Source: an optimization exercise on an open RTL-to-GDS flow (aim: small area). Production flows keep margins and buffers that such runs may drop. Function was checked by simulation only, so behaviour that the tests miss may differ from the original. Power figures rest on the tool's default switching activity, not on a simulated workload.

==> flow/design.v <==
module trafficGenerator
(
	input logic update,
	input logic rst,
	input logic moveTick,
	input logic [9:0] xCount,
	input logic [9:0] yCount,
	output logic [115-1:0] traffic
);
	localparam [3:0] NONE = 4'd7;
	logic [9:0] ph1;
	logic [8:0] ph2;
	logic oddCar;
	logic spd2, left;
	assign spd2 = (yCount >= 10'd96 && yCount < 10'd160) || (yCount >= 10'd192 && yCount < 10'd224)
		|| (yCount >= 10'd296 && yCount < 10'd320) || (yCount >= 10'd344 && yCount < 10'd416);
	assign left = (yCount >= 10'd120 && yCount < 10'd224) || yCount >= 10'd320;
	logic [3:0] laneCode;
	always_comb
	begin
		laneCode = NONE;
		if (yCount > 10'd74 && yCount < 10'd91) laneCode = 4'd0;
		if (yCount > 10'd99 && yCount < 10'd116) laneCode = 4'd8;
		if (yCount > 10'd124 && yCount < 10'd141) laneCode = 4'd9;
		if (yCount > 10'd174 && yCount < 10'd191) laneCode = 4'd1;
		if (yCount > 10'd199 && yCount < 10'd216) laneCode = 4'd10;
		if (yCount > 10'd224 && yCount < 10'd241) laneCode = 4'd2;
		if (yCount > 10'd274 && yCount < 10'd291) laneCode = 4'd3;
		if (yCount > 10'd299 && yCount < 10'd316) laneCode = oddCar ? 4'd15 : 4'd14;
		if (yCount > 10'd324 && yCount < 10'd341) laneCode = 4'd4;
		if (yCount > 10'd349 && yCount < 10'd366) laneCode = 4'd11;
		if (yCount > 10'd399 && yCount < 10'd416) laneCode = 4'd12;
		if (yCount > 10'd424 && yCount < 10'd441) laneCode = 4'd5;
	end
	function automatic logic [10:0] fastAdd(input logic [10:0] a, input logic [10:0] b, input logic cin);
		logic [10:0] g, p, gg, pp, gn, pn;
		g = a & b;
		p = a ^ b;
		gg = g;
		pp = p;
		gg[0] = g[0] | (p[0] & cin);
		for (int d = 1; d < 11; d = d * 2)
		begin
			gn = gg;
			pn = pp;
			for (int i = d; i < 11; i++)
			begin
				gn[i] = gg[i] | (pp[i] & gg[i - d]);
				pn[i] = pp[i] & pp[i - d];
			end
			gg = gn;
			pp = pn;
		end
		fastAdd = p ^ {gg[9:0], cin};
	endfunction
	logic [9:0] lo;
	logic [10:0] loRight, loLeft, opA, opB, diff;
	logic [9:0] phX;
	logic [3:0] k;
	logic xValid;
	always_comb
	begin
		xValid = (xCount != 10'd0) && (xCount < (spd2 ? 10'd658 : 10'd657));
		lo = (xCount[9:4] != 6'd0) ? {6'(xCount[9:4] - 6'd1), xCount[3:0]} : 10'd0;
		if (xCount[9:4] == 6'd0)
			k = 4'(xCount[3:0] - 4'd1);
		else if (xCount > (spd2 ? 10'd642 : 10'd641))
			k = 4'((spd2 ? 10'd657 : 10'd656) - xCount);
		else
			k = 4'd15;
		loRight = {1'b0, lo};
		loLeft = {4'({1'b0, lo[9:7]} - 4'd5), lo[6:0]};
		phX = spd2 ? {ph2, 1'b0} : ph1;
		opA = left ? loLeft : loRight;
		opB = left ? {1'b0, phX} : ~{1'b0, phX};
		diff = fastAdd(opA, opB, !left);
	end
	logic [3:0] lane;
	logic [10:0] qRaw;
	logic [3:0] kReg;
	always_ff @(posedge update)
	begin
		if (rst)
		begin
			ph1 <= 10'd320;
			ph2 <= 9'd195;
			oddCar <= 1'b1;
			lane <= NONE;
		end
		else
		begin
			if (moveTick)
			begin
				ph1 <= (ph1[9] && ph1[7]) ? 10'd0 : ph1 + 10'd1;
				ph2 <= (ph2[8] && ph2[6]) ? 9'd0 : ph2 + 9'd1;
				if (ph2 == 9'd37)
					oddCar <= 1'b0;
			end
			lane <= xValid ? laneCode : NONE;
		end
		qRaw <= diff;
		kReg <= k;
	end
	logic [9:0] q;
	logic [4:0] qk;
	logic [10:0] qFull;
	assign qFull = fastAdd(qRaw, qRaw[10] ? (lane[3] ? 11'd642 : 11'd641) : 11'd0, 1'b0);
	assign q = qFull[9:0];
	assign qk = {1'b0, q[3:0]} + {1'b0, kReg};
	function automatic logic inWindow(input logic [5:0] a, input logic [3:0] b,
		input logic [9:0] q, input logic [4:0] qk);
		inWindow = ((q[9:4] == a) && (q[3:0] <= b) && (qk[4] || (qk[3:0] >= b)))
			|| ((q[9:4] == a - 6'd1) && qk[4] && (qk[3:0] >= b));
	endfunction
	logic [51:0] inWin;
	assign inWin[0] = inWindow(6'd2, 4'd8, q, qk);   
	assign inWin[1] = inWindow(6'd2, 4'd13, q, qk);   
	assign inWin[2] = inWindow(6'd3, 4'd2, q, qk);   
	assign inWin[3] = inWindow(6'd3, 4'd12, q, qk);   
	assign inWin[4] = inWindow(6'd4, 4'd1, q, qk);   
	assign inWin[5] = inWindow(6'd5, 4'd0, q, qk);   
	assign inWin[6] = inWindow(6'd5, 4'd15, q, qk);   
	assign inWin[7] = inWindow(6'd7, 4'd8, q, qk);   
	assign inWin[8] = inWindow(6'd8, 4'd2, q, qk);   
	assign inWin[9] = inWindow(6'd9, 4'd1, q, qk);   
	assign inWin[10] = inWindow(6'd10, 4'd15, q, qk);   
	assign inWin[11] = inWindow(6'd11, 4'd14, q, qk);   
	assign inWin[12] = inWindow(6'd12, 4'd8, q, qk);   
	assign inWin[13] = inWindow(6'd13, 4'd12, q, qk);   
	assign inWin[14] = inWindow(6'd15, 4'd10, q, qk);   
	assign inWin[15] = inWindow(6'd16, 4'd4, q, qk);   
	assign inWin[16] = inWindow(6'd16, 4'd6, q, qk);   
	assign inWin[17] = inWindow(6'd16, 4'd14, q, qk);   
	assign inWin[18] = inWindow(6'd17, 4'd0, q, qk);   
	assign inWin[19] = inWindow(6'd18, 4'd2, q, qk);   
	assign inWin[20] = inWindow(6'd20, 4'd0, q, qk);   
	assign inWin[21] = inWindow(6'd20, 4'd10, q, qk);   
	assign inWin[22] = inWindow(6'd21, 4'd5, q, qk);   
	assign inWin[23] = inWindow(6'd21, 4'd15, q, qk);   
	assign inWin[24] = inWindow(6'd22, 4'd8, q, qk);   
	assign inWin[25] = inWindow(6'd23, 4'd14, q, qk);   
	assign inWin[26] = inWindow(6'd25, 4'd11, q, qk);   
	assign inWin[27] = inWindow(6'd25, 4'd12, q, qk);   
	assign inWin[28] = inWindow(6'd26, 4'd0, q, qk);   
	assign inWin[29] = inWindow(6'd26, 4'd5, q, qk);   
	assign inWin[30] = inWindow(6'd26, 4'd6, q, qk);   
	assign inWin[31] = inWindow(6'd27, 4'd4, q, qk);   
	assign inWin[32] = inWindow(6'd27, 4'd10, q, qk);   
	assign inWin[33] = inWindow(6'd29, 4'd7, q, qk);   
	assign inWin[34] = inWindow(6'd30, 4'd1, q, qk);   
	assign inWin[35] = inWindow(6'd30, 4'd11, q, qk);   
	assign inWin[36] = inWindow(6'd30, 4'd12, q, qk);   
	assign inWin[37] = inWindow(6'd31, 4'd6, q, qk);   
	assign inWin[38] = inWindow(6'd32, 4'd9, q, qk);   
	assign inWin[39] = inWindow(6'd32, 4'd10, q, qk);   
	assign inWin[40] = inWindow(6'd33, 4'd14, q, qk);   
	assign inWin[41] = inWindow(6'd34, 4'd7, q, qk);   
	assign inWin[42] = inWindow(6'd34, 4'd8, q, qk);   
	assign inWin[43] = inWindow(6'd35, 4'd1, q, qk);   
	assign inWin[44] = inWindow(6'd35, 4'd6, q, qk);   
	assign inWin[45] = inWindow(6'd35, 4'd7, q, qk);   
	assign inWin[46] = inWindow(6'd36, 4'd0, q, qk);   
	assign inWin[47] = inWindow(6'd37, 4'd10, q, qk);   
	assign inWin[48] = inWindow(6'd38, 4'd13, q, qk);   
	assign inWin[49] = inWindow(6'd38, 4'd14, q, qk);   
	assign inWin[50] = inWindow(6'd39, 4'd7, q, qk);   
	assign inWin[51] = inWindow(6'd39, 4'd8, q, qk);   
	assign traffic[0] = (lane == 4'd0) && inWin[22];
	assign traffic[1] = (lane == 4'd0) && inWin[26];
	assign traffic[2] = (lane == 4'd0) && inWin[34];
	assign traffic[3] = (lane == 4'd0) && inWin[41];
	assign traffic[4] = (lane == 4'd0) && inWin[48];
	assign traffic[5] = (lane == 4'd0) && inWin[2];
	assign traffic[6] = (lane == 4'd0) && inWin[7];
	assign traffic[7] = (lane == 4'd0) && inWin[11];
	assign traffic[8] = (lane == 4'd0) && inWin[15];
	assign traffic[9] = (lane == 4'd0) && inWin[19];
	assign traffic[10] = (lane == 4'd8) && inWin[18];
	assign traffic[12] = (lane == 4'd8) && inWin[27];
	assign traffic[14] = (lane == 4'd8) && inWin[42];
	assign traffic[16] = (lane == 4'd8) && inWin[2];
	assign traffic[18] = (lane == 4'd8) && inWin[11];
	assign traffic[21] = (lane == 4'd9) && inWin[30];
	assign traffic[22] = (lane == 4'd9) && inWin[36];
	assign traffic[24] = (lane == 4'd9) && inWin[51];
	assign traffic[25] = (lane == 4'd9) && inWin[3];
	assign traffic[27] = (lane == 4'd9) && inWin[12];
	assign traffic[28] = (lane == 4'd9) && inWin[17];
	assign traffic[37] = (lane == 4'd1) && inWin[26];
	assign traffic[38] = (lane == 4'd1) && inWin[34];
	assign traffic[40] = (lane == 4'd1) && inWin[48];
	assign traffic[41] = (lane == 4'd1) && inWin[2];
	assign traffic[43] = (lane == 4'd1) && inWin[11];
	assign traffic[44] = (lane == 4'd1) && inWin[15];
	assign traffic[45] = (lane == 4'd10) && inWin[27];
	assign traffic[47] = (lane == 4'd10) && inWin[42];
	assign traffic[48] = (lane == 4'd10) && inWin[49];
	assign traffic[50] = (lane == 4'd10) && inWin[7];
	assign traffic[51] = (lane == 4'd10) && inWin[11];
	assign traffic[53] = (lane == 4'd10) && inWin[21];
	assign traffic[54] = (lane == 4'd10) && inWin[24];
	assign traffic[55] = (lane == 4'd10) && inWin[13];
	assign traffic[57] = (lane == 4'd10) && inWin[39];
	assign traffic[58] = (lane == 4'd2) && inWin[22];
	assign traffic[59] = (lane == 4'd2) && inWin[31];
	assign traffic[60] = (lane == 4'd2) && inWin[38];
	assign traffic[61] = (lane == 4'd2) && inWin[50];
	assign traffic[62] = (lane == 4'd2) && inWin[6];
	assign traffic[63] = (lane == 4'd2) && inWin[14];
	assign traffic[64] = (lane == 4'd2) && inWin[10];
	assign traffic[66] = (lane == 4'd3) && inWin[23];
	assign traffic[67] = (lane == 4'd3) && inWin[33];
	assign traffic[68] = (lane == 4'd3) && inWin[46];
	assign traffic[69] = (lane == 4'd3) && inWin[1];
	assign traffic[70] = (lane == 4'd3) && inWin[9];
	assign traffic[71] = (lane == 4'd3) && inWin[14];
	assign traffic[72] = (lane[3:1] == 3'd7) && inWin[16];
	assign traffic[74] = (lane[3:1] == 3'd7) && inWin[25];
	assign traffic[75] = (lane[3:1] == 3'd7) && inWin[32];
	assign traffic[76] = (lane[3:1] == 3'd7) && inWin[37];
	assign traffic[77] = ((lane == 4'd14) && inWin[44])
		|| ((lane == 4'd15) && inWin[45]);
	assign traffic[79] = (lane[3:1] == 3'd7) && inWin[2];
	assign traffic[80] = (lane[3:1] == 3'd7) && inWin[7];
	assign traffic[82] = (lane == 4'd4) && inWin[23];
	assign traffic[83] = (lane == 4'd4) && inWin[29];
	assign traffic[84] = (lane == 4'd4) && inWin[35];
	assign traffic[85] = (lane == 4'd4) && inWin[43];
	assign traffic[86] = (lane == 4'd4) && inWin[50];
	assign traffic[87] = (lane == 4'd4) && inWin[4];
	assign traffic[88] = (lane == 4'd4) && inWin[8];
	assign traffic[89] = (lane == 4'd4) && inWin[12];
	assign traffic[90] = (lane == 4'd4) && inWin[15];
	assign traffic[91] = (lane == 4'd11) && inWin[27];
	assign traffic[92] = (lane == 4'd11) && inWin[37];
	assign traffic[93] = (lane == 4'd11) && inWin[47];
	assign traffic[94] = (lane == 4'd11) && inWin[5];
	assign traffic[95] = (lane == 4'd11) && inWin[12];
	assign traffic[96] = (lane == 4'd11) && inWin[20];
	assign traffic[103] = (lane == 4'd12) && inWin[28];
	assign traffic[104] = (lane == 4'd12) && inWin[40];
	assign traffic[105] = (lane == 4'd12) && inWin[0];
	assign traffic[106] = (lane == 4'd12) && inWin[11];
	assign traffic[107] = (lane == 4'd12) && inWin[20];
	assign traffic[108] = (lane == 4'd5) && inWin[22];
	assign traffic[110] = (lane == 4'd5) && inWin[38];
	assign traffic[111] = (lane == 4'd5) && inWin[50];
	assign traffic[112] = (lane == 4'd5) && inWin[6];
	assign traffic[114] = (lane == 4'd5) && inWin[10];
	assign traffic[11] = 1'b0;
	assign traffic[13] = 1'b0;
	assign traffic[15] = 1'b0;
	assign traffic[17] = 1'b0;
	assign traffic[19] = 1'b0;
	assign traffic[20] = 1'b0;
	assign traffic[23] = 1'b0;
	assign traffic[26] = 1'b0;
	assign traffic[29] = 1'b0;
	assign traffic[30] = 1'b0;
	assign traffic[31] = 1'b0;
	assign traffic[32] = 1'b0;
	assign traffic[33] = 1'b0;
	assign traffic[34] = 1'b0;
	assign traffic[35] = 1'b0;
	assign traffic[36] = 1'b0;
	assign traffic[39] = 1'b0;
	assign traffic[42] = 1'b0;
	assign traffic[46] = 1'b0;
	assign traffic[49] = 1'b0;
	assign traffic[52] = 1'b0;
	assign traffic[56] = 1'b0;
	assign traffic[65] = 1'b0;
	assign traffic[73] = 1'b0;
	assign traffic[78] = 1'b0;
	assign traffic[81] = 1'b0;
	assign traffic[97] = 1'b0;
	assign traffic[98] = 1'b0;
	assign traffic[99] = 1'b0;
	assign traffic[100] = 1'b0;
	assign traffic[101] = 1'b0;
	assign traffic[102] = 1'b0;
	assign traffic[109] = 1'b0;
	assign traffic[113] = 1'b0;
endmodule
==> flow/flow/run.sh <==
#!/bin/bash
# The standard layout (as standard.sh runs it) with these changes:
#  - synthesis maps the logic with ABC's area script flow/area.abc (flow/synth.tcl),
#  - ports are buffered with sky130_fd_sc_hd__buf_1 instead of the flow's pick,
#  - after the floorplan, the constant outputs share one tie cell (flow/merge_ties.tcl).
# Each tool's output goes to a log here (make.log, merge_ties.log, write_def.log);
# ORFS's own logs stay under orfs/logs.
set -euo pipefail
W=$PWD
export AREA_ABC_SCRIPT=$W/flow/area.abc
export BUFFER_PORTS_ARGS="-buffer_cell sky130_fd_sc_hd__buf_1"
R=$W/orfs/results/$FLOW_PLATFORM/trafficGenerator/base
orfs() {
  make -C "$FLOW_HOME" DESIGN_CONFIG="$W/config.mk" WORK_HOME="$W/orfs" CLKGATE_MAP_FILE= \
    SYNTH_SCRIPT="$W/flow/synth.tcl" "$@"
}
orfs floorplan > "$W/make_floorplan.log" 2>&1
TIE_ODB=$R/2_floorplan.odb openroad -no_init -exit "$W/flow/merge_ties.tcl" > "$W/merge_ties.log" 2>&1
orfs finish > "$W/make.log" 2>&1
: # left out here: write the final layout as DEF
==> flow/flow/area.abc <==
strash
&get -n
&fraig -x
&put
scorr
dc2
strash
&get -n
&dch -f
&nf -R 1000
&put
==> flow/flow/merge_ties.tcl <==
# Drive all constant outputs from one tie cell: the floorplan gives each constant
# load a tie cell of its own.
read_db $::env(TIE_ODB)
set block [ord::get_db_block]
set keep {}
set merged 0
foreach inst [$block getInsts] {
  if {[[$inst getMaster] getName] ne "sky130_fd_sc_hd__conb_1"} { continue }
  set hiTerm [$inst findITerm HI]
  set loTerm [$inst findITerm LO]
  if {[$hiTerm getNet] ne "NULL" || [$loTerm getNet] eq "NULL"} { continue }
  set net [$loTerm getNet]
  if {$keep eq {}} { set keep $net; continue }
  foreach it [$net getITerms] {
    if {[$it getInst] eq $inst} { continue }
    $it disconnect
    $it connect $keep
  }
  foreach bt [$net getBTerms] {
    $bt disconnect
    $bt connect $keep
  }
  $loTerm disconnect
  odb::dbInst_destroy $inst
  odb::dbNet_destroy $net
  incr merged
}
if {$keep ne {}} { puts "merged $merged tie cells into [$keep getName]" }
write_db $::env(TIE_ODB)
==> flow/flow/synth.tcl <==
# The standard flow's synthesis script (synth_recipe.tcl) with one change: ABC maps the logic
# with the area script in area.abc instead of the flow's own script.
proc synth {args} { yosys synth -nofsm -noshare {*}$args }
proc abc {args} {
  set out {}
  set skip 0
  foreach a $args {
    if {$skip} { set skip 0; continue }
    if {$a eq "-script" || $a eq "-D"} { set skip 1; continue }
    lappend out $a
  }
  yosys abc -script $::env(AREA_ABC_SCRIPT) {*}$out
}
source $::env(SCRIPTS_DIR)/synth.tcl
# left out here: clear keep_hierarchy, flatten, clean up, hide names made inside functions, write 1_2_yosys.v
==> flow/standard.sh <==
#!/bin/bash
# synth_recipe.tcl (not shown) runs the flow's synth.tcl, then flattens the netlist and writes it again
# the make line also repeats each setting of config.mk as NAME=value (left out here)
make -C /OpenROAD-flow-scripts/flow DESIGN_CONFIG=/design/flow/config.mk WORK_HOME=/design/flow/orfs CLKGATE_MAP_FILE= SYNTH_SCRIPT=/design/flow/synth_recipe.tcl "${@:-finish}"
==> flow/config.mk <==
export PLATFORM = sky130hd
export DESIGN_NAME = trafficGenerator
export DESIGN_NICKNAME = trafficGenerator
export VERILOG_FILES = /design/flow/design.v
export SDC_FILE = /design/flow/constraint.sdc
export NUM_CORES = 4
export LEC_CHECK = 0
export ABC_AREA = 1
export CAP_MARGIN = 0
export CORE_MARGIN = 2
export CORE_UTILIZATION = 50
export CTS_BUF_LIST = sky130_fd_sc_hd__clkbuf_8
export CTS_CLUSTER_DIAMETER = 200
export CTS_CLUSTER_SIZE = 50
export SLEW_MARGIN = 0
==> flow/constraint.sdc <==
create_clock -name core_clock -period 5.0 [get_ports {update}]
set_input_delay 1.0000 -clock core_clock [delete_from_list [all_inputs] [get_ports {update}]]
set_output_delay 1.0000 -clock core_clock [all_outputs]
set_load 0.01 [all_outputs]
==> impl_metrics.yaml, run 1 <==
setup_path:
  critPathKind: "reg -> out"
  end_kind: "output pin"
  critPathMaxStageDelay_ns: 0.55
  cp.arrival_ns: 3.77
  crit_chain: "nor2b_1 > ha_1 > fa_1 > clkinv_1 > fa_1 > nor2b_1 > o21ai_0 > nor2b_1 > buf_4 > a221oi_1 > a32oi_1 > nor2_1 > buf_1"
  crit_family: "adder cells"
  path_buf_inv: 3
  slowest_stage: "fa_1"
  cpMostUsedCell: "nor2b_1"
  crit_required_ns: 4.00
  critPathMaxFanout: 8
  cp-start-kind: "flip-flop"
timing:
  fmax_mhz: 210
  fin_crit_ns: 4.77
  setup_ws_ns: 0.229
  whs_ns: 0.482
  fin_crit_sh_pct: 95.4
  rsz0062_at_grt: "no"
  finalSetupViolCount: 0
  fin_setup_tns_ns: 0
  final_max_slew_viol_count: 0
  max-slew-margin-rel_pct: 58.6
  tightest_slew_ns: 0.616
  hold_viol: 0
  finClkSkew_ns: 0.00814
yosys:
  synthArstFlopShare_pct: 0
  synth_warnings: 1
  synthCells: 689
  avgSynthCellArea_sq_um: 6.79
  synthTopCellsByArea: "dfxtp_1, nor2_1, ha_1, buf_4, a21oi_1"
  ys_seq_area_share_pct: 16.7
  ys_seq_elements: 39
  synthDistinctLibCells: 48
  synth_edf_count: 0
  synth_area_sq_um: 4680
  ys.flop_type: "dfxtp_1"
  yosys.area.top_type: "dfxtp_1"
  synth_top_area_share_pct: 16.7
die:
  ios: 138
  core_region_area_sq_um: 9150
  row_count: 35
  die_height_um: 101
  start_util_pct: 51.1
  fp.dieW_um: 101
  dieArea_sq_um: 10100
detailed_routing:
  wl_per_cell_um: 17.9
  vias_per_cell: 6.12
  vias: 5566
  routed_wl_mm: 16.3
  drtIter0Drc: 497
  drc_errors: 0
  postRouteAntennaNets: 0
  first_pass_iters: 5
outcome:
  status: "complete, no violations"
grt:
  grt_overflow: 0
  grt_antenna_before_repair: 0
  grt_pass1_wl_mm: 25.5
  grt_max_degree: 35
  grt_pass1_vias: 5024
  grt_usage_pct: 31.6
pwr:
  power_density_nw_per_um2: 544
  ir_drop_v: 0.000325
  power.leakage_nw: 1.86
  total_power_w: 0.00289
clocking:
  cts-htree-levels: 2
  clk_pin_slew_worst_paths_ns: 0.09
  root_buffer: "clkbuf_8"
  cts_inserted_buffers: 5
  cts_tree: "done"
  hold_buffers: 0
  clock_latency_ns: 0.29
  clk_path_buf_depth: 2
  clkSinkCount: 39
place:
  port_buffers: 103
  dp_hpwl_mm: 13.4
  post-place-ws_ns: 0.288
  gp_congestion: 1.05
run:
  max-cap-violations: 0
final_layout:
  n_antenna_cell: 0
  drive_gt1_share_pct: 5.88
  syn2layout_area_growth_pct: 13.6
  fillCellCount: 940
  fin_nets: 851
hold_path:
  hold_class: "reg -> reg"
[worst paths after layout]
check                                    startpoint             endpoint  slack [ns]  depth (start not counted)
worst max-delay path             lane[3]$_SDFF_PP0_           traffic[8]        0.23                         13
worst min-delay path            oddCar$_SDFFE_PP1P_  oddCar$_SDFFE_PP1P_        0.48                          2
worst max register to register  ph1[1]$_SDFFE_PP0P_     qRaw[10]$_DFF_P_        2.26                         12
worst min register to register  oddCar$_SDFFE_PP1P_  oddCar$_SDFFE_PP1P_        0.48                          2
[per-stage QoR]
| step | instance area [sq um] | utilization [%] | std cells |
|---|---|---|---|
| global placement | 5180 | 56.6 | 900 |
| CTS | 5280 | 57.7 | 908 |
| finish | 5310 | 58.0 | 910 |
| global route | 5310 | 58.0 | 910 |
| detailed placement | 5180 | 56.6 | 900 |
| floorplan | 4800 | - | 722 |
[synthesized netlist by cell type (19+ instances only)]
cell / n
a21oi_1: 50
a32oi_1: 19
buf_4: 34
clkinv_1: 21
dfxtp_1: 39
ha_1: 27
nand2_1: 66
nand3_1: 20
nor2_1: 155
nor3_1: 35
o21ai_0: 19
xnor2_1: 28
[cells in the final DEF, fill, tap and decap left out, drive strengths merged, types with 6 or more instances in the layout]
cell type / netlist / layout
a21oi: 50 / 50
a22oi: 14 / 14
a31oi: 14 / 14
a32oi: 19 / 19
and2: 6 / 6
and3: 14 / 14
buf: 34 / 136
clkinv: 21 / 21
dfxtp: 39 / 39
ha: 27 / 27
mux2i: 12 / 12
nand2: 66 / 66
nand2b: 8 / 8
nand3: 20 / 20
nor2: 155 / 155
nor2b: 15 / 15
nor3: 35 / 35
o21ai: 19 / 19
o31ai: 7 / 7
xnor2: 28 / 28
xor2: 15 / 15
[sequential cells by signal (all words and copies together) (netlist names)]
| signal | cells |
|---|---|
| oddCar | 1 |
| ph2 | 9 |
| lane | 4 |
| ph1 | 10 |
| qRaw | 11 |
| kReg | 4 |
[routing by layer]
metal | vias up | share of wire (%) | GRT usage, %
li1 | 2692 | - | -
met1 | 2517 | 41 | 40.7
met2 | 311 | 46 | 53.2
met3 | 46 | 9.3 | 4.30
met4 | 0 | 3.6 | 12.3
met5 | - | 0 | 0
[cell type report]
cell class	instances	area [sq um]	share of cell area [%]
Sequential cell	39	782	14.7
Clock buffer	5	68.8	1.30
Timing Repair Buffer	136	634	11.9
Inverter	21	78.8	1.48
Multi-Input combinational cell	595	3580	67.5
Clock inverter	3	23.8	0.448
Tap cell	111	139	2.61
[worst min-delay path: cells and delay by family, from the launching register on]
family	cells	cell delay, ns
compound gates	1	0.06
flops	1	0.34
simple gates	1	0.05
[what timing repair did]
| item | CTS | global route |
|---|---|---|
| resized for setup | 1 | 5 |
| pin swaps | 0 | 1 |
| endpoints found under the setup margin | 3 | 53 |
| buffers inserted | 0 | 2 |
| endpoints found under the hold margin | 0 | 0 |
[power breakdown]
part	switching, W	internal, W	leakage [nW]
combinational	0.00150	0.000766	1.49
clock	0.000121	0.0000998	0.0408
sequential	0.0000444	0.000359	0.322
[cells by family after synthesis]
group | after synthesis | share of synthesized area, %
and+or+nand+nor | 341 | 32.8
AOI/OAI and AO/OA | 168 | 24.2
buffers and inverters | 55 | 7.14
xor gates and xnor gates | 43 | 8.05
DFF | 39 | 16.7
adders and majority gates | 30 | 8.51
muxes | 12 | 2.57
other | 1 | 0.0802
==> inputs of run 2 (changes only) <==
--- a/flow/config.mk
+++ b/flow/config.mk
@@ -6,10 +6,10 @@
 export NUM_CORES = 4
 export LEC_CHECK = 0
 export ABC_AREA = 1
-export CAP_MARGIN = 0
+export CAP_MARGIN = 10
 export CORE_MARGIN = 2
 export CORE_UTILIZATION = 50
 export CTS_BUF_LIST = sky130_fd_sc_hd__clkbuf_8
 export CTS_CLUSTER_DIAMETER = 200
 export CTS_CLUSTER_SIZE = 50
-export SLEW_MARGIN = 0
+export SLEW_MARGIN = 10
==> run 2 against run 1 <==
Compared with the run above: still clean; critical path depth stayed put; sequential power hardly changed; routed wire length stayed put; setup slack stayed put; die area stayed put; final cell count stayed put.
==> impl_metrics.yaml, run 2 <==
setup_path:
  cp.arrival_ns: 3.77
  timing.rr.start: "ph1[1]$_SDFFE_PP0P_"
  ff2ff_path_depth: 12
  critPathMaxFanout: 8
  reg2reg_slack_ns: 2.26
  critPathKind: "reg -> out"
  crit_required_ns: 4.00
  end_kind: "output pin"
  worstReg2RegEnd: "qRaw[10]$_DFF_P_"
  cp-start-kind: "flip-flop"
timing:
  fin_setup_tns_ns: 0
  rsz0062_at_grt: "no"
  max-slew-margin-rel_pct: 58.6
  fin_crit_ns: 4.77
  hold_viol: 0
  finalSetupViolCount: 0
  setup_ws_ns: 0.229
  fmax_mhz: 210
  tightest_slew_ns: 0.616
  finClkSkew_ns: 0.00814
  final_max_slew_viol_count: 0
  fin_crit_sh_pct: 95.4
hold_path:
  hold_class: "reg -> reg"
  hold_path_startpoint: "oddCar$_SDFFE_PP1P_"
  min_delay_worst_endpoint: "oddCar$_SDFFE_PP1P_"
  hold_path_depth: 2
yosys:
  synthArstFlopShare_pct: 0
  synth_area_sq_um: 4680
  ys_seq_elements: 39
  synth_warnings: 1
  synthAdderAreaFrac_pct: 8.51
  synth_edf_count: 0
  synth_xor_area_share_pct: 8.05
  yosys.area.top_type: "dfxtp_1"
  avgSynthCellArea_sq_um: 6.79
  ys.flop_type: "dfxtp_1"
  netlist_top_cells_count: "nor2_1, nand2_1, a21oi_1, dfxtp_1, nor3_1"
  synthSimpleGateAreaFrac_pct: 32.8
  synthTopCellsByArea: "dfxtp_1, nor2_1, ha_1, buf_4, a21oi_1"
  ys_seq_area_share_pct: 16.7
  synthDistinctLibCells: 48
  post_synth_mux_area_share_pct: 2.57
  yosys.cell_count.top_type: "nor2_1"
  synthCells: 689
  synth_top_family_by_area: "simple AND/OR/NAND/NOR gates"
  synth-compound-area-share_pct: 24.2
  synth_top_area_share_pct: 16.7
die:
  dieArea_sq_um: 10100
  fp.dieW_um: 101
  ios: 138
  row_count: 35
  die_height_um: 101
  core_region_area_sq_um: 9150
  start_util_pct: 51.1
final_layout:
  largest-register: "qRaw"
  largest_register_ffs: 11
  largestRegisters: "qRaw: 11 flops, ph1: 10 flops, ph2: 9 flops"
  final_common_cell: "nor2_1"
  fillCellCount: 940
  fin_nets: 851
  syn2layout_area_growth_pct: 13.6
  n_antenna_cell: 0
  final_cell_mix: "nor2_1, buf_1, nand2_1"
  drive_gt1_share_pct: 5.88
  post-route-util_pct: 58.0
clocking:
  clk_path_buf_depth: 2
  root_buffer: "clkbuf_8"
  clock_latency_ns: 0.29
  cts-htree-levels: 2
  clkSinkCount: 39
  cts_tree: "done"
  cts_inserted_buffers: 5
  clk_pin_slew_worst_paths_ns: 0.09
detailed_routing:
  postRouteAntennaNets: 0
  first_pass_iters: 5
  vias: 5566
  drc_errors: 0
  drtIter0Drc: 497
  routed_wl_mm: 16.3
  vias_per_cell: 6.12
  wl_per_cell_um: 17.9
grt:
  grt_antenna_before_repair: 0
  grt_pass1_vias: 5024
  grt_pass1_wl_mm: 25.5
  grt_usage_pct: 31.6
  grt_max_degree: 35
  grt_overflow: 0
place:
  port_buffers: 103
  gp_congestion: 1.05
  post-place-ws_ns: 0.288
  dp_hpwl_mm: 13.4
pwr:
  power_density_nw_per_um2: 544
  power.leakage_nw: 1.86
  ir_drop_v: 0.000325
run:
  max-cap-violations: 0
outcome:
  status: "complete, no violations"
-- run 2: metal layers --
layer  vias to the layer above  part of all wire (%)  track usage, %
met5                         -                     0               0
met4                         0                   3.6            12.3
met3                        46                   9.3            4.30
met2                       311                    46            53.2
met1                      2517                    41            40.7
li1                       2692                     -               -
-- run 2: area by class of cell --
class	count	area [sq um]	area share, %
Multi-Input combinational cell	595	3580	67.5
Sequential cell	39	782	14.7
Timing Repair Buffer	136	634	11.9
Tap cell	111	139	2.61
Inverter	21	78.8	1.48
Clock buffer	5	68.8	1.30
Clock inverter	3	23.8	0.448
-- run 2: where the power goes --
group | leakage, nW | switching, W | internal [W]
sequential | 0.322 | 0.0000444 | 0.000359
clock | 0.0408 | 0.000121 | 0.0000998
combinational | 1.49 | 0.00150 | 0.000766
-- run 2: cell families after synthesis --
family / count (synthesis)
compound gates: 168
xor+xnor: 43
fa+ha+maj: 30
buf+inv: 55
flops: 39
mux: 12
other cells: 1
simple gates: 341
-- run 2: through the flow --
step / hold WS [ns] / std cells / power (W) / cell area (sq um)
after global placement: 0.471 / 900 / 0.00252 / 5180
final: 0.482 / 910 / 0.00289 / 5310
after floorplan: 0.428 / 722 / 0.00172 / 4800
after detailed placement: 0.472 / 900 / 0.00251 / 5180
after CTS: 0.484 / 908 / 0.00275 / 5280
after global routing: 0.499 / 910 / 0.00308 / 5310
-- run 2: how the worst max path moves through the flow --
| stage | start | endpoint | slack (ns) | cells after the start |
|---|---|---|---|---|
| finish | lane[3]$_SDFF_PP0_ | traffic[8] | 0.23 | 13 |
| global route | lane[3]$_SDFF_PP0_ | traffic[79] | 0.02 | 16 |
| CTS | lane[3]$_SDFF_PP0_ | traffic[79] | 0.05 | 16 |
| detailed placement | lane[3]$_SDFF_PP0_ | traffic[92] | 0.29 | 14 |
| global placement | lane[3]$_SDFF_PP0_ | traffic[92] | 0.39 | 14 |
| floorplan | lane[3]$_SDFF_PP0_ | traffic[106] | 0.51 | 12 |
-- run 2: critical path, stage by stage (launching register included) --
cell      delay [ns]
dfxtp_2         0.45
nor2b_1         0.08
ha_1            0.21
fa_1            0.55
clkinv_1        0.10
fa_1            0.46
nor2b_1         0.13
o21ai_0         0.10
nor2b_1         0.23
buf_4           0.18
a221oi_1        0.46
a32oi_1         0.20
nor2_1          0.16
buf_1           0.17
-- run 2: timing repair --
action	in CTS	in global routing
resized for setup	1	5
hold buffers	0	0
pin swaps	0	1
setup buffers	0	2
setup endpoints to repair	3	53
endpoints found under the hold margin	0	0
==> inputs of run 3 (changes only) <==
==> flow/flow/area.abc (replaced) <==
strash
&get -n
&fraig -x
&put
scorr
dc2
balance
rewrite
refactor
balance
rewrite
rewrite -z
balance
refactor -z
rewrite -z
balance
dc2
strash
&get -n
&dch -f
&nf -R 1000 -p
&put
--- a/flow/config.mk
+++ b/flow/config.mk
@@ -12,4 +12,5 @@
 export CTS_BUF_LIST = sky130_fd_sc_hd__clkbuf_8
 export CTS_CLUSTER_DIAMETER = 200
 export CTS_CLUSTER_SIZE = 50
+export SETUP_SLACK_MARGIN = 0.05
 export SLEW_MARGIN = 10
==> run 3 against run 2 <==
Compared with the run above: highest routed layer unchanged; largest cell class unchanged; synthesized area shrank 2.1%; routed wire length decreased by 6.5%; fmax fell by 0.98%; still clean.
==> impl_metrics.yaml, run 3 <==
final_layout:
  syn2layout_area_growth_pct: 14.1
  drive_gt1_share_pct: 6.88
  fillCellCount: 872
  largest-register: "qRaw"
  largestRegisters: "qRaw: 11 flops, ph1: 10 flops, ph2: 9 flops"
  fin_nets: 822
  n_antenna_cell: 0
  final_cell_mix: "nor2_1, buf_1, nand2_1"
  final_common_cell: "nor2_1"
  largest_register_ffs: 11
die:
  dieArea_sq_um: 9940
  start_util_pct: 52.0
  row_count: 34
  ios: 138
  fp.dieW_um: 99.7
  die_height_um: 99.7
  core_region_area_sq_um: 8810
timing:
  rsz0062_at_grt: "yes"
  fmax_mhz: 208
  fin_crit_sh_pct: 96.4
  fin_crit_ns: 4.82
  final_max_slew_viol_count: 0
  tightest_slew_ns: 0.811
  finalSetupViolCount: 0
  max-slew-margin-rel_pct: 45.8
  finClkSkew_ns: 0.0108
  fin_setup_tns_ns: 0
  hold_viol: 0
pwr:
  power.leakage_nw: 1.82
  power_density_nw_per_um2: 516
  total_power_w: 0.00270
  ir_drop_v: 0.000281
setup_path:
  critPathKind: "reg -> out"
  end_kind: "output pin"
  crit_chain: "nor2b_1 > ha_1 > fa_2 > clkinv_1 > fa_1 > nor2b_1 > o21ai_0 > nand2b_1 > nor2_2 > a311oi_1 > a22oi_1 > nor3_1 > buf_1"
  cp.arrival_ns: 3.82
  crit_required_ns: 4.00
  critPathMaxFanout: 8
  slowest_stage: "fa_2"
  cp-start-kind: "flip-flop"
  cpMostUsedCell: "nor2b_1"
  critPathMaxStageDelay_ns: 0.61
yosys:
  yosys.area.top_type: "dfxtp_1"
  ys_seq_elements: 39
  ys.flop_type: "dfxtp_1"
  synthAdderAreaFrac_pct: 8.69
  synthCells: 670
  synthSimpleGateAreaFrac_pct: 34.8
  synthTopCellsByArea: "dfxtp_1, nor2_1, ha_1, nand2_1, a21oi_1"
  synth_edf_count: 0
  post_synth_mux_area_share_pct: 2.62
  avgSynthCellArea_sq_um: 6.83
  synth_top_family_by_area: "simple AND/OR/NAND/NOR gates"
  ys_seq_area_share_pct: 17.0
  synth_area_sq_um: 4580
  synth-compound-area-share_pct: 21.8
  synth_top_area_share_pct: 17.0
  synth_xor_area_share_pct: 8.22
  synth_warnings: 1
  yosys.cell_count.top_type: "nor2_1"
  netlist_top_cells_count: "nor2_1, nand2_1, a21oi_1, dfxtp_1, nor3_1"
  synthDistinctLibCells: 58
  synthArstFlopShare_pct: 0
place:
  port_buffers: 103
  gp_congestion: 1.11
  dp_hpwl_mm: 12.5
grt:
  grt_max_degree: 35
  grt_pass1_vias: 4867
  grt_pass1_wl_mm: 23.9
  grt_usage_pct: 29.5
  grt_overflow: 0
  grt_antenna_before_repair: 0
detailed_routing:
  vias: 5407
  first_pass_iters: 5
  drc_errors: 0
  vias_per_cell: 6.16
  postRouteAntennaNets: 0
  wl_per_cell_um: 17.4
  drtIter0Drc: 517
  routed_wl_mm: 15.3
clocking:
  cts_inserted_buffers: 5
  cts-htree-levels: 2
  hold_buffers: 0
  root_buffer: "clkbuf_8"
  clock_latency_ns: 0.29
  cts_tree: "done"
  clk_path_buf_depth: 2
  clkSinkCount: 39
  clk_pin_slew_worst_paths_ns: 0.08
outcome:
  status: "complete, no violations"
hold_path:
  hold_class: "reg -> reg"
run:
  max-cap-violations: 0
==> run 3: worst max-delay path: cells and delay by family (launching register included) <==
family | cells | cell delay [ns]
adder cells (fa/ha/maj) | 3 | 1.26
AND/OR/NAND/NOR | 5 | 0.68
buffers and inverters | 2 | 0.28
flip-flops | 1 | 0.37
AO/OA/AOI/OAI | 3 | 0.94
==> run 3: final cells by class <==
type,count,area [sq um],share of cell area [%]
Timing Repair Buffer,126,559,10.7
Clock buffer,6,82.6,1.58
Tap cell,108,135,2.59
Sequential cell,39,782,15.0
Inverter,15,56.3,1.08
Multi-Input combinational cell,582,3590,68.8
Clock inverter,2,16.3,0.311
==> run 3: final timing paths <==
kind                        from  slack (ns)                  end  cells after the start
max             qRaw[10]$_DFF_P_        0.18          traffic[88]                     13
min          oddCar$_SDFFE_PP1P_        0.48  oddCar$_SDFFE_PP1P_                      2
max reg2reg  ph2[0]$_SDFFE_PP1P_        2.14     qRaw[10]$_DFF_P_                     12
min reg2reg  oddCar$_SDFFE_PP1P_        0.48  oddCar$_SDFFE_PP1P_                      2
==> run 3: cell families (layout without fill, tap and decap cells) <==
family | after synthesis | in the layout
compound gates | 151 | 151
xor+xnor | 43 | 43
mux | 12 | 12
flops | 39 | 39
fa+ha+maj | 30 | 30
simple gates | 345 | 345
buf+inv | 49 | 149
other cells | 1 | 1
==> run 3: metal layers <==
layer / GRT usage, % / up-vias / wire length [um]
li1: - / 2593 / -
met5: 0 / - / 0
met4: 11.7 / 0 / 638
met1: 37.9 / 2461 / 6230
met3: 4.36 / 61 / 1290
met2: 49.6 / 292 / 7100
==> run 3: power by group <==
group	internal, W	switching [W]
combinational	0.000662	0.00140
sequential	0.000356	0.0000500
clock	0.000113	0.000112
==> run 3: repair_timing <==
item	in CTS	in global routing
resized for setup	5	18
endpoints found under the hold margin	0	0
setup endpoints to repair	58	72
setup buffers	0	2
==> run 3: through the flow <==
step / hold WS, ns / setup slack, ns / util (%) / cell area, sq um / std cells
floorplan: 0.425 / 0.156 / - / 4700 / 703
global placement: 0.471 / 0.287 / 56.9 / 5010 / 868
detailed placement: 0.472 / 0.199 / 56.9 / 5010 / 868
CTS: 0.486 / 0.0898 / 58.3 / 5140 / 876
global route: 0.519 / 0.0143 / 59.3 / 5230 / 878
finish: 0.476 / 0.182 / 59.3 / 5230 / 878
==> inputs of run 4 (changes only) <==
--- a/flow/config.mk
+++ b/flow/config.mk
@@ -12,5 +12,5 @@
 export CTS_BUF_LIST = sky130_fd_sc_hd__clkbuf_8
 export CTS_CLUSTER_DIAMETER = 200
 export CTS_CLUSTER_SIZE = 50
-export SETUP_SLACK_MARGIN = 0.05
+export PLACE_DENSITY = 0.75
 export SLEW_MARGIN = 10
==> run 4 against run 3 <==
Compared with the run above: largest cell class unchanged; fmax rose by 0.19%; still clean; clock power barely moved; sequential power fell by 1%.
==> impl_metrics.yaml, run 4 <==
outcome:
  status: "complete, no violations"
detailed_routing:
  drc_errors: 0
  drtIter0Drc: 337
  postRouteAntennaNets: 0
  vias: 5599
  routed_wl_mm: 16.6
  vias_per_cell: 6.33
  first_pass_iters: 5
  wl_per_cell_um: 18.7
timing:
  fin_crit_sh_pct: 96.2
  final_max_slew_viol_count: 0
  fin_setup_tns_ns: 0
  finalSetupViolCount: 0
  fmax_mhz: 208
  tightest_slew_ns: 0.580
  fin_crit_ns: 4.81
  rsz0062_at_grt: "no"
  finClkSkew_ns: 0.0117
  hold_viol: 0
  max-slew-margin-rel_pct: 61.2
final_layout:
  largest_register_ffs: 11
  largest-register: "qRaw"
  largestRegisters: "qRaw: 11 flops, ph1: 10 flops, ph2: 9 flops"
  fin_cells: 884
  drive_gt1_share_pct: 6.70
  fin_nets: 828
  final_common_cell: "nor2_1"
  final_cell_mix: "nor2_1, buf_1, nand2_1"
  design_area_sq_um: 5220
  n_antenna_cell: 0
  syn2layout_area_growth_pct: 14.0
pwr:
  power_density_nw_per_um2: 519
  ir_drop_v: 0.000233
  power.leakage_nw: 1.84
yosys:
  yosys.cell_count.top_type: "nor2_1"
  synthCells: 670
  synth_warnings: 1
  avgSynthCellArea_sq_um: 6.83
  synth_edf_count: 0
  synth_area_sq_um: 4580
  synthTopCellsByArea: "dfxtp_1, nor2_1, ha_1, nand2_1, a21oi_1"
  synthDistinctLibCells: 58
  yosys.area.top_type: "dfxtp_1"
  ys.flop_type: "dfxtp_1"
  ys_seq_elements: 39
  synth_top_area_share_pct: 17.0
  ys_seq_area_share_pct: 17.0
  netlist_top_cells_count: "nor2_1, nand2_1, a21oi_1, dfxtp_1, nor3_1"
  synthArstFlopShare_pct: 0
setup_path:
  critPathKind: "reg -> out"
  crit_chain: "nor2b_1 > ha_1 > fa_2 > clkinv_1 > fa_1 > xor2_1 > buf_4 > nor2_1 > nor2_2 > a211oi_1 > a32oi_2 > nor2_1 > buf_1"
  critPathMaxFanout: 9
  ff2ff_path_depth: 12
  cpMostUsedCell: "nor2_1"
  cp-start-kind: "flip-flop"
  reg2reg_slack_ns: 2.22
  end_kind: "output pin"
  slowest_stage: "fa_2"
  cp.arrival_ns: 3.81
  crit_required_ns: 4.00
  critPathMaxStageDelay_ns: 0.62
hold_path:
  hold_path_depth: 2
  hold_class: "reg -> reg"
grt:
  grt_pass1_wl_mm: 25.8
  grt_antenna_before_repair: 0
  grt_overflow: 0
  grt_usage_pct: 32.4
  grt_pass1_vias: 5250
  grt_max_degree: 35
clocking:
  root_buffer: "clkbuf_8"
  clkSinkCount: 39
  clk_path_buf_depth: 2
  cts_inserted_buffers: 5
  post-cts-setup-buffer-count: 0
  clock_latency_ns: 0.31
  clk_pin_slew_worst_paths_ns: 0.08
  cts_tree: "done"
  hold_buffers: 0
  cts-htree-levels: 2
place:
  dp_hpwl_mm: 13.6
  gp_congestion: 0.989
  dp.cells: 876
  place_area_sq_um: 5070
  port_buffers: 103
die:
  start_util_pct: 52.0
  row_count: 34
  core_region_area_sq_um: 8810
  fp.dieW_um: 99.7
  ios: 138
  dieArea_sq_um: 9940
  die_height_um: 99.7
run:
  max-cap-violations: 0
==> run 4: cell counts after synthesis <==
No cell type changed its count.
==> run 4: area by class of cell <==
| cell class | count | area (sq um) |
|---|---|---|
| Fill cell | 868 | 3580 |
| Multi-Input combinational cell | 582 | 3550 |
| Sequential cell | 39 | 782 |
| Timing Repair Buffer | 132 | 608 |
| Tap cell | 108 | 135 |
| Clock buffer | 5 | 68.8 |
| Inverter | 15 | 56.3 |
| Clock inverter | 3 | 23.8 |
==> run 4: per-stage QoR <==
| stage | power [W] | utilization [%] | hold slack [ns] | setup WS [ns] |
|---|---|---|---|---|
| 3_5_place_dp | 0.00234 | 57.6 | 0.504 | 0.262 |
| 3_3_place_gp | 0.00236 | 57.6 | 0.480 | 0.365 |
| 6_report | 0.00271 | 59.3 | 0.532 | 0.191 |
| 5_1_grt | 0.00287 | 59.3 | 0.571 | 0.000887 |
| 2_1_floorplan | 0.00162 | - | 0.425 | 0.156 |
| 4_1_cts | 0.00260 | 58.9 | 0.528 | 0.0395 |
==> run 4: where the power goes <==
| part | total (W) | switching, W | internal (W) |
|---|---|---|---|
| logic | 0.00208 | 0.00143 | 0.000652 |
| registers | 0.000401 | 0.0000450 | 0.000356 |
| clock network | 0.000224 | 0.000124 | 0.0000997 |
| total | 0.00271 | 0.00160 | 0.00111 |
==> run 4: final timing paths <==
check	from	to
worst min-delay path	ph1[0]$_SDFFE_PP0P_	ph1[0]$_SDFFE_PP0P_
worst min register to register	ph1[0]$_SDFFE_PP0P_	ph1[0]$_SDFFE_PP0P_
worst max-delay path	qRaw[10]$_DFF_P_	traffic[0]
worst max register to register	ph1[1]$_SDFFE_PP0P_	qRaw[10]$_DFF_P_
==> run 4: critical path, delay by kind of cell (launching register included) <==
kind	cells	cell delay, ns
compound gates	2	0.70
buf+inv	3	0.48
simple gates	4	0.50
fa+ha+maj	3	1.28
flops	1	0.35
xor+xnor	1	0.19
==> run 4: what timing repair did <==
item | CTS | global route
hold endpoints to repair | 0 | 0
setup endpoints to repair | 12 | 72
resized for setup | 3 | 11
==> run 4: cells by family (layout without fill, tap and decap cells) <==
group	after synthesis	count (layout)	share of synthesized area (%)
AO/OA/AOI/OAI	151	151	21.8
XOR/XNOR	43	43	8.22
adder cells (fa/ha/maj)	30	30	8.69
buffers and inverters	49	155	6.80
flip-flops	39	39	17.0
multiplexers	12	12	2.62
other	1	1	0.0819
AND/OR/NAND/NOR	345	345	34.8
==> run 4: metal layers <==
metal	track usage, %	vias up	wire, um
met1	35.7	2593	6000
met2	58.7	314	8200
li1	-	2611	-
met5	0	-	0
met3	3.44	81	1230
met4	21.4	0	1120
==> inputs of run 5 (changes only) <==
--- a/flow/config.mk
+++ b/flow/config.mk
@@ -12,5 +12,4 @@
 export CTS_BUF_LIST = sky130_fd_sc_hd__clkbuf_8
 export CTS_CLUSTER_DIAMETER = 200
 export CTS_CLUSTER_SIZE = 50
-export PLACE_DENSITY = 0.75
 export SLEW_MARGIN = 10
==> run 5 against run 4 <==
Compared with the run above: design area shrank 0.69%; sequential share of layout area grew 0.10 points; clock skew shrank 0.00093 ns; total power shrank 2.7%; combinational power shrank 4%; final cell count shrank 0.90%; synthesized cell count is the same; clock power is essentially flat; sequential power grew 1%; die area is the same; first-iteration DRC count grew 72%; critical endpoint is now traffic[41]; largest power group unchanged.
==> impl_metrics.yaml, run 5 <==
yosys:
  synth_warnings: 1
  synth_area_sq_um: 4580
  ys.flop_type: "dfxtp_1"
  netlist_top_cells_count: "nor2_1, nand2_1, a21oi_1, dfxtp_1, nor3_1"
  synth_xor_area_share_pct: 8.22
  synthAdderAreaFrac_pct: 8.69
  ys_seq_area_share_pct: 17.0
  synthDistinctLibCells: 58
  synth-compound-area-share_pct: 21.8
  synthSimpleGateAreaFrac_pct: 34.8
  ys_seq_elements: 39
  synth_edf_count: 0
  yosys.cell_count.top_type: "nor2_1"
  synthCells: 670
  post_synth_mux_area_share_pct: 2.62
  synthArstFlopShare_pct: 0
  synthTopCellsByArea: "dfxtp_1, nor2_1, ha_1, nand2_1, a21oi_1"
  synth_top_family_by_area: "simple AND/OR/NAND/NOR gates"
  synth_top_area_share_pct: 17.0
  yosys.area.top_type: "dfxtp_1"
  avgSynthCellArea_sq_um: 6.83
timing:
  hold_viol: 0
  tightest_slew_ns: 0.808
  whs_ns: 0.476
  fmax_mhz: 204
  finClkSkew_ns: 0.0107
  finalSetupViolCount: 0
  fin_crit_sh_pct: 97.8
  final_max_slew_viol_count: 0
  max-slew-margin-rel_pct: 46.0
  rsz0062_at_grt: "yes"
  fin_crit_ns: 4.89
detailed_routing:
  vias: 5421
  met2_length_mm: 7.06
  first_pass_iters: 5
  top_layer: "met4"
  wl_per_cell_um: 17.4
  met3_length_mm: 1.26
  vias_per_cell: 6.19
  met1Wirelength_mm: 6.24
  routed_wl_mm: 15.2
  drtIter0Drc: 579
  postRouteAntennaNets: 0
  drc_errors: 0
setup_path:
  end_kind: "output pin"
  cpMostUsedCell: "ha_1"
  critPathMaxStageDelay_ns: 0.65
  cp.arrival_ns: 3.89
  crit_start: "qRaw[10]$_DFF_P_"
  timing.rr.start: "ph2[0]$_SDFFE_PP1P_"
  crit_required_ns: 4.00
  ff2ff_path_depth: 12
  cp-start-kind: "flip-flop"
  critPathMaxFanout: 8
  reg2reg_slack_ns: 2.14
  slowest_stage: "a311oi_1"
  crit_chain: "nor2b_1 > ha_1 > fa_2 > ha_1 > a21o_1 > a21oi_1 > xnor2_1 > nor2_2 > a311oi_1 > a32oi_1 > nor2_1 > buf_1"
  critPathKind: "reg -> out"
hold_path:
  hold_class: "reg -> reg"
  hold_path_depth: 2
  hold_path_startpoint: "oddCar$_SDFFE_PP1P_"
die:
  die_height_um: 99.7
  row_count: 34
  ios: 138
  dieArea_sq_um: 9940
  start_util_pct: 52.0
  core_region_area_sq_um: 8810
  fp.dieW_um: 99.7
grt:
  grt_pass1_wl_mm: 23.8
  grt_pass1_vias: 4868
  grt_max_degree: 35
  grt_overflow: 0
  grt_usage_pct: 29.4
  grt_antenna_before_repair: 0
pwr:
  power_density_nw_per_um2: 508
  ir_drop_v: 0.000277
  power.leakage_nw: 1.81
final_layout:
  n_antenna_cell: 0
  syn2layout_area_growth_pct: 13.3
  regArea_sq_um: 782
  largest_register_ffs: 11
  multi_input_area_sq_um: 3570
  largest-register: "qRaw"
  fillCellCount: 879
  drive_gt1_share_pct: 5.73
  largestRegisters: "qRaw: 11 flops, ph1: 10 flops, ph2: 9 flops"
  fin_nets: 820
  post-route-util_pct: 58.9
  final_cell_mix: "nor2_1, buf_1, nand2_1"
  fin_cells: 876
  final_common_cell: "nor2_1"
  design_area_sq_um: 5190
clocking:
  cts_inserted_buffers: 5
  clk_path_buf_depth: 2
  hold_buffers: 0
  root_buffer: "clkbuf_8"
  cts-htree-levels: 2
  cts_tree: "done"
  clock_latency_ns: 0.29
  clk_pin_slew_worst_paths_ns: 0.08
  post-cts-setup-buffer-count: 0
  clkSinkCount: 39
place:
  place_area_sq_um: 5010
  port_buffers: 103
  dp_hpwl_mm: 12.5
  dp.cells: 868
  gp_congestion: 1.11
outcome:
  status: "complete, no violations"
run:
  max-cap-violations: 0
-- run 5: where the power goes --
| group | switching [W] | internal, W |
|---|---|---|
| Combinational | 0.00136 | 0.000640 |
| Clock | 0.000112 | 0.000113 |
| Sequential | 0.0000500 | 0.000356 |
| Total | 0.00153 | 0.00111 |
-- run 5: worst max-delay path: cells and delay by family, from the launching register on --
kind / cells / cell delay, ns
xor gates and xnor gates: 1 / 0.20
buffers and inverters: 1 / 0.17
adders and majority gates: 3 / 1.03
DFF: 1 / 0.42
and+or+nand+nor: 3 / 0.47
AOI/OAI and AO/OA: 4 / 1.30
-- run 5: cells by family after synthesis --
kind of cell,count (synthesis)
and+or+nand+nor,345
buffers and inverters,49
DFF,39
muxes,12
adders and majority gates,30
xor gates and xnor gates,43
other,1
AOI/OAI and AO/OA,151
-- run 5: timing repair --
item,4_1_cts,5_1_grt
endpoints found under the setup margin,43,74
gates resized for setup,4,13
gates cloned,0,0
-- run 5: through the flow --
stage / setup slack (ns) / TNS, ns / total power, W
global placement: 0.287 / 0 / 0.00227
detailed placement: 0.199 / 0 / 0.00226
CTS: 0.0140 / 0 / 0.00252
finish: 0.108 / 0 / 0.00263
floorplan: 0.156 / 0 / 0.00162
global route: -0.0333 / -0.139 / 0.00281
-- run 5: routing by layer --
layer / global-route usage [%] / vias up
li1: - / 2595
met2: 49.6 / 304
met5: 0 / -
met4: 11.7 / 0
met3: 4.36 / 62
met1: 37.8 / 2460
-- run 5: path summary, 6_finish.rpt --
path                               to
setup / recovery          traffic[41]
hold / removal    oddCar$_SDFFE_PP1P_
hold reg to reg   oddCar$_SDFFE_PP1P_
setup reg to reg     qRaw[10]$_DFF_P_
-- run 5: layout make-up --
type	instances	share of cell area (%)
Multi-Input combinational cell	582	68.8
Sequential cell	39	15.1
Timing Repair Buffer	124	10.6
Tap cell	108	2.61
Clock buffer	6	1.59
Inverter	15	1.09
Clock inverter	2	0.314
==> inputs of run 6 (changes only) <==
--- a/flow/flow/run.sh
+++ b/flow/flow/run.sh
@@ -9,6 +9,8 @@
 W=$PWD
 export AREA_ABC_SCRIPT=$W/flow/area.abc
 export BUFFER_PORTS_ARGS="-buffer_cell sky130_fd_sc_hd__buf_1"
+# one clock cluster, no dummy loads
+export CTS_ARGS="-sink_clustering_enable -repair_clock_nets -root_buf sky130_fd_sc_hd__clkbuf_8 -buf_list sky130_fd_sc_hd__clkbuf_4 -sink_clustering_size 50 -sink_clustering_max_diameter 500 -dont_use_dummy_load"
 R=$W/orfs/results/$FLOW_PLATFORM/trafficGenerator/base
 orfs() {
   make -C "$FLOW_HOME" DESIGN_CONFIG="$W/config.mk" WORK_HOME="$W/orfs" CLKGATE_MAP_FILE= \
==> run 6 against run 5 <==
Compared with the run above: sequential share of layout area increased by 0.11 points; sequential cell count unchanged; first-iteration DRC count decreased by 20%; critical path type unchanged; largest cell class unchanged; synthesized cell count unchanged; non-clock buffer count unchanged; sequential power about the same.
==> impl_metrics.yaml, run 6 <==
outcome:
  status: "complete, no violations"
place:
  port_buffers: 103
  gp_congestion: 1.11
  dp.cells: 868
  dp_hpwl_mm: 12.5
setup_path:
  crit_required_ns: 4.00
  cpMostUsedCell: "ha_1"
  timing.rr.start: "ph2[0]$_SDFFE_PP1P_"
  reg2reg_slack_ns: 2.13
  critPathMaxFanout: 8
  cp-start-kind: "flip-flop"
  critPathMaxStageDelay_ns: 0.62
  end_kind: "output pin"
  worstReg2RegEnd: "qRaw[10]$_DFF_P_"
  cp.arrival_ns: 3.84
  crit_chain: "nor2b_1 > ha_1 > fa_2 > ha_1 > a21o_1 > a21oi_1 > xnor2_1 > nor2_2 > a311oi_1 > a22oi_1 > nor3_1 > buf_1"
  slowest_stage: "a311oi_1"
  ff2ff_path_depth: 12
  critPathKind: "reg -> out"
timing:
  final_max_slew_viol_count: 0
  finalSetupViolCount: 0
  rsz0062_at_grt: "yes"
  fin_crit_sh_pct: 96.7
  fmax_mhz: 207
  fin_crit_ns: 4.84
  tightest_slew_ns: 0.809
  max-slew-margin-rel_pct: 46.0
  finClkSkew_ns: 0.0238
  hold_viol: 0
grt:
  grt_pass1_wl_mm: 23.8
  grt_max_degree: 35
  grt_usage_pct: 29.4
  grt_overflow: 0
  grt_pass1_vias: 4861
  grt_antenna_before_repair: 0
die:
  die_height_um: 99.7
  ios: 138
  core_region_area_sq_um: 8810
  row_count: 34
  fp.dieW_um: 99.7
  dieArea_sq_um: 9940
  start_util_pct: 52.0
pwr:
  power.leakage_nw: 1.79
  ir_drop_v: 0.000267
  power_density_nw_per_um2: 503
  total_power_w: 0.00259
yosys:
  netlist_top_cells_count: "nor2_1, nand2_1, a21oi_1, dfxtp_1, nor3_1"
  synth_edf_count: 0
  yosys.area.top_type: "dfxtp_1"
  yosys.cell_count.top_type: "nor2_1"
  synth_area_sq_um: 4580
  synthDistinctLibCells: 58
  ys_seq_area_share_pct: 17.0
  synth_warnings: 1
  synthArstFlopShare_pct: 0
  synth_top_area_share_pct: 17.0
  ys_seq_elements: 39
  synthTopCellsByArea: "dfxtp_1, nor2_1, ha_1, nand2_1, a21oi_1"
  ys.flop_type: "dfxtp_1"
  avgSynthCellArea_sq_um: 6.83
  synthCells: 670
hold_path:
  min_delay_worst_endpoint: "oddCar$_SDFFE_PP1P_"
  hold_path_depth: 2
  hold_path_startpoint: "oddCar$_SDFFE_PP1P_"
  hold_class: "reg -> reg"
clocking:
  cts-htree-levels: 2
  root_buffer: "clkbuf_8"
  clock_latency_ns: 0.29
  clk_pin_slew_worst_paths_ns: 0.07
  clkSinkCount: 39
  post-cts-setup-buffer-count: 0
  cts_inserted_buffers: 5
  clk_path_buf_depth: 2
  cts_tree: "done"
detailed_routing:
  vias_per_cell: 6.19
  wl_per_cell_um: 17.4
  drtIter0Drc: 461
  vias: 5407
  routed_wl_mm: 15.2
  first_pass_iters: 7
  drc_errors: 0
  postRouteAntennaNets: 0
final_layout:
  largest-register: "qRaw"
  drive_gt1_share_pct: 5.23
  n_antenna_cell: 0
  syn2layout_area_growth_pct: 12.5
  fin_nets: 820
  largest_register_ffs: 11
  largestRegisters: "qRaw: 11 flops, ph1: 10 flops, ph2: 9 flops"
  final_cell_mix: "nor2_1, buf_1, nand2_1"
  fin_cells: 873
  final_common_cell: "nor2_1"
run:
  max-cap-violations: 0
-- run 6: what timing repair did --
action / 4_1_cts / 5_1_grt
setup endpoints to repair: 39 / 71
gates resized for setup: 3 / 12
hold endpoints to repair: 0 / 0
hold buffers: 0 / 0
gates cloned: 0 / 0
-- run 6: kinds of logic after synthesis --
logic type	count (synthesis)	synth area share, %
buf+inv	49	6.80
flops	39	17.0
other cells	1	0.0819
fa+ha+maj	30	8.69
simple gates	345	34.8
mux	12	2.62
compound gates	151	21.8
xor+xnor	43	8.22
-- run 6: cell type report --
type / instances / area (sq um)
repair buffers: 124 / 544
well taps: 108 / 135
fillers: 883 / 3660
multi-input cells: 582 / 3560
clock buffers: 5 / 68.8
inverters: 15 / 56.3
flip-flops and latches: 39 / 782
-- run 6: power by group --
group	internal, W	switching (W)
Clock	0.0000899	0.0000955
Combinational	0.000635	0.00137
Sequential	0.000357	0.0000500
-- run 6: worst max-delay path by stage --
| stage | start | to | slack [ns] | cells after the start |
|---|---|---|---|---|
| CTS | lane[3]$_SDFF_PP0_ | traffic[86] | 0.004 | 14 |
| finish | qRaw[10]$_DFF_P_ | traffic[88] | 0.16 | 12 |
| detailed placement | lane[3]$_SDFF_PP0_ | traffic[41] | 0.20 | 12 |
| floorplan | yCount[7] | qRaw[10]$_DFF_P_ | 0.16 | 16 |
| global route | qRaw[10]$_DFF_P_ | traffic[0] | -0.02 | 13 |
| global placement | lane[3]$_SDFF_PP0_ | traffic[108] | 0.29 | 13 |
-- run 6: metal layers --
layer	up-vias	GRT usage (%)	routed length [um]
li1	2588	-	-
met1	2492	37.8	6280
met2	275	49.6	7190
met3	52	4.36	1160
met4	0	11.6	589
met5	-	0	0
-- run 6: critical path: cells and delay by family, from the launching register on --
kind / cells / cell delay [ns]
buf+inv: 1 / 0.17
compound gates: 4 / 1.24
flops: 1 / 0.42
fa+ha+maj: 3 / 1.03
simple gates: 3 / 0.50
xor+xnor: 1 / 0.20
-- run 6: metrics by stage --
step / setup slack (ns) / utilization (%) / setup TNS [ns] / instance area, sq um / hold WS, ns
2_1_floorplan: 0.156 / - / 0 / 4700 / 0.425
3_3_place_gp: 0.287 / 56.9 / 0 / 5010 / 0.471
3_5_place_dp: 0.199 / 56.9 / 0 / 5010 / 0.472
4_1_cts: 0.00450 / 57.9 / 0 / 5100 / 0.484
5_1_grt: -0.0150 / 58.5 / -0.0328 / 5150 / 0.518
6_report: 0.165 / 58.5 / 0 / 5150 / 0.481
==> inputs of run 7 (changes only) <==
--- a/flow/flow/run.sh
+++ b/flow/flow/run.sh
@@ -10,7 +10,7 @@
 export AREA_ABC_SCRIPT=$W/flow/area.abc
 export BUFFER_PORTS_ARGS="-buffer_cell sky130_fd_sc_hd__buf_1"
 # one clock cluster, no dummy loads
-export CTS_ARGS="-sink_clustering_enable -repair_clock_nets -root_buf sky130_fd_sc_hd__clkbuf_8 -buf_list sky130_fd_sc_hd__clkbuf_4 -sink_clustering_size 50 -sink_clustering_max_diameter 500 -dont_use_dummy_load"
+export CTS_ARGS="-sink_clustering_enable -repair_clock_nets -buf_list sky130_fd_sc_hd__clkbuf_8 -sink_clustering_size 50 -sink_clustering_max_diameter 500 -dont_use_dummy_load -sink_clustering_levels 1"
 R=$W/orfs/results/$FLOW_PLATFORM/trafficGenerator/base
 orfs() {
   make -C "$FLOW_HOME" DESIGN_CONFIG="$W/config.mk" WORK_HOME="$W/orfs" CLKGATE_MAP_FILE= \
==> run 7 against run 6 <==
Compared with the run above: global-route usage did not move; largest cell class unchanged; critical path type unchanged; register-to-register slack barely moved; routed wire length did not move; clock-buffer cell count did not move; total power did not move; synthesized area did not move; first-iteration DRC count did not move.
==> impl_metrics.yaml, run 7 <==
outcome:
  status: "complete, no violations"
final_layout:
  drive_gt1_share_pct: 5.23
  design_area_sq_um: 5150
  final_cell_mix: "nor2_1, buf_1, nand2_1"
  fillCellCount: 883
  fin_nets: 820
  largest_register_ffs: 11
  largest-register: "qRaw"
  fin_cells: 873
  syn2layout_area_growth_pct: 12.5
  n_antenna_cell: 0
  largestRegisters: "qRaw: 11 flops, ph1: 10 flops, ph2: 9 flops"
  post-route-util_pct: 58.5
  final_common_cell: "nor2_1"
detailed_routing:
  drc_errors: 0
  vias_per_cell: 6.19
  vias: 5407
  first_pass_iters: 7
  postRouteAntennaNets: 0
  routed_wl_mm: 15.2
  wl_per_cell_um: 17.4
  drtIter0Drc: 461
die:
  row_count: 34
  die_height_um: 99.7
  dieArea_sq_um: 9940
  ios: 138
  start_util_pct: 52.0
  fp.dieW_um: 99.7
  core_region_area_sq_um: 8810
timing:
  finalSetupViolCount: 0
  rsz0062_at_grt: "yes"
  fin_crit_ns: 4.84
  final_max_slew_viol_count: 0
  hold_viol: 0
  fmax_mhz: 207
  tightest_slew_ns: 0.809
  fin_crit_sh_pct: 96.7
  max-slew-margin-rel_pct: 46.0
  finClkSkew_ns: 0.0238
pwr:
  clkPwrFrac_pct: 7.2
  p_sw_w: 0.00151
  total_power_w: 0.00259
  seq_power_share_pct: 15.7
  ir_drop_v: 0.000267
  power.leakage_nw: 1.79
  p_sw_share_pct: 58.3
  internal_power_w: 0.00108
  power_density_nw_per_um2: 503
  combinationalPowerShare_pct: 77.2
setup_path:
  critPathKind: "reg -> out"
  cpMostUsedCell: "ha_1"
  critPathMaxStageDelay_ns: 0.62
  critPathMaxFanout: 8
  crit_chain: "nor2b_1 > ha_1 > fa_2 > ha_1 > a21o_1 > a21oi_1 > xnor2_1 > nor2_2 > a311oi_1 > a22oi_1 > nor3_1 > buf_1"
  cp-start-kind: "flip-flop"
  crit_required_ns: 4.00
  path_buf_inv: 1
  crit_family: "compound AO/OA/AOI/OAI gates"
  cp.arrival_ns: 3.84
  end_kind: "output pin"
  slowest_stage: "a311oi_1"
yosys:
  avgSynthCellArea_sq_um: 6.83
  synth_top_area_share_pct: 17.0
  synthArstFlopShare_pct: 0
  ys_seq_elements: 39
  ys_seq_area_share_pct: 17.0
  yosys.cell_count.top_type: "nor2_1"
  synth_area_sq_um: 4580
  ys.flop_type: "dfxtp_1"
  yosys.area.top_type: "dfxtp_1"
  synthSimpleGateAreaFrac_pct: 34.8
  synth_warnings: 1
  synthDistinctLibCells: 58
  netlist_top_cells_count: "nor2_1, nand2_1, a21oi_1, dfxtp_1, nor3_1"
  post_synth_mux_area_share_pct: 2.62
  synthCells: 670
  synth-compound-area-share_pct: 21.8
  synth_top_family_by_area: "simple AND/OR/NAND/NOR gates"
  synth_edf_count: 0
  synthAdderAreaFrac_pct: 8.69
  synthTopCellsByArea: "dfxtp_1, nor2_1, ha_1, nand2_1, a21oi_1"
  synth_xor_area_share_pct: 8.22
clocking:
  clkSinkCount: 39
  post-cts-setup-buffer-count: 0
  root_buffer: "clkbuf_8"
  cts_inserted_buffers: 5
  clock_latency_ns: 0.29
  cts_tree: "done"
  clk_path_buf_depth: 2
  clk_pin_slew_worst_paths_ns: 0.07
  cts-htree-levels: 2
grt:
  grt_pass1_wl_mm: 23.8
  grt_usage_pct: 29.4
  grt_antenna_before_repair: 0
  grt_pass1_vias: 4861
  grt_overflow: 0
  grt_max_degree: 35
place:
  port_buffers: 103
  gp_congestion: 1.11
  dp.cells: 868
  dp_hpwl_mm: 12.5
  place_area_sq_um: 5010
hold_path:
  hold_class: "reg -> reg"
run:
  max-cap-violations: 0
[run 7: cell counts in the layout (fill, tap and decap cells not counted)]
No cell type changed its count.
[run 7: cell families after synthesis]
logic type,after synthesis
AO/OA/AOI/OAI,151
XOR/XNOR,43
adder cells (fa/ha/maj),30
buffers and inverters,49
flip-flops,39
multiplexers,12
other,1
AND/OR/NAND/NOR,345
[run 7: worst paths after layout]
check                              to  depth (start not counted)                start  slack [ns]
setup / recovery          traffic[88]                         12     qRaw[10]$_DFF_P_        0.16
hold / removal    oddCar$_SDFFE_PP1P_                          2  oddCar$_SDFFE_PP1P_        0.48
setup reg to reg     qRaw[10]$_DFF_P_                         12  ph2[0]$_SDFFE_PP1P_        2.13
hold reg to reg   oddCar$_SDFFE_PP1P_                          2  oddCar$_SDFFE_PP1P_        0.48
[run 7: stage by stage]
stage,hold slack (ns),TNS (ns),setup WS (ns)
6_report,0.481,0,0.165
5_1_grt,0.518,-0.0328,-0.0150
4_1_cts,0.484,0,0.00450
3_5_place_dp,0.472,0,0.199
3_3_place_gp,0.471,0,0.287
2_1_floorplan,0.425,0,0.156
[run 7: worst min-delay path: stages (launching register included)]
cell and delay (ns):
dfxtp_1 0.33, o41ai_1 0.06, nand2_1 0.05
[run 7: power groups by stage]
stage / Clock [W] / Sequential, W / Combinational, W
after floorplan: 0 / 0.000396 / 0.00123
final: 0.000185 / 0.000407 / 0.00200
after CTS: 0.000193 / 0.000404 / 0.00187
after detailed placement: 0 / 0.000410 / 0.00185
after global placement: 0 / 0.000408 / 0.00186
after global routing: 0.000206 / 0.000412 / 0.00215
[run 7: repair_timing]
action	4_1_cts	5_1_grt
hold endpoints to repair	0	0
setup endpoints to repair	39	71
resized for setup	3	12
hold buffers	0	0
[run 7: layout make-up]
cell class	count	area (sq um)	share of cell area [%]
flip-flops and latches	39	782	15.2
well taps	108	135	2.62
multi-input cells	582	3560	69.2
clock buffers	5	68.8	1.34
inverters	15	56.3	1.09
repair buffers	124	544	10.6
[run 7: layer usage]
| metal | wire, um | vias to the layer above | track usage, % | part of all wire, % |
|---|---|---|---|---|
| met5 | 0 | - | 0 | 0 |
| met2 | 7190 | 275 | 49.6 | 47 |
| met3 | 1160 | 52 | 4.36 | 7.6 |
| met4 | 589 | 0 | 11.6 | 3.9 |
| met1 | 6280 | 2492 | 37.8 | 41 |
| li1 | - | 2588 | - | - |
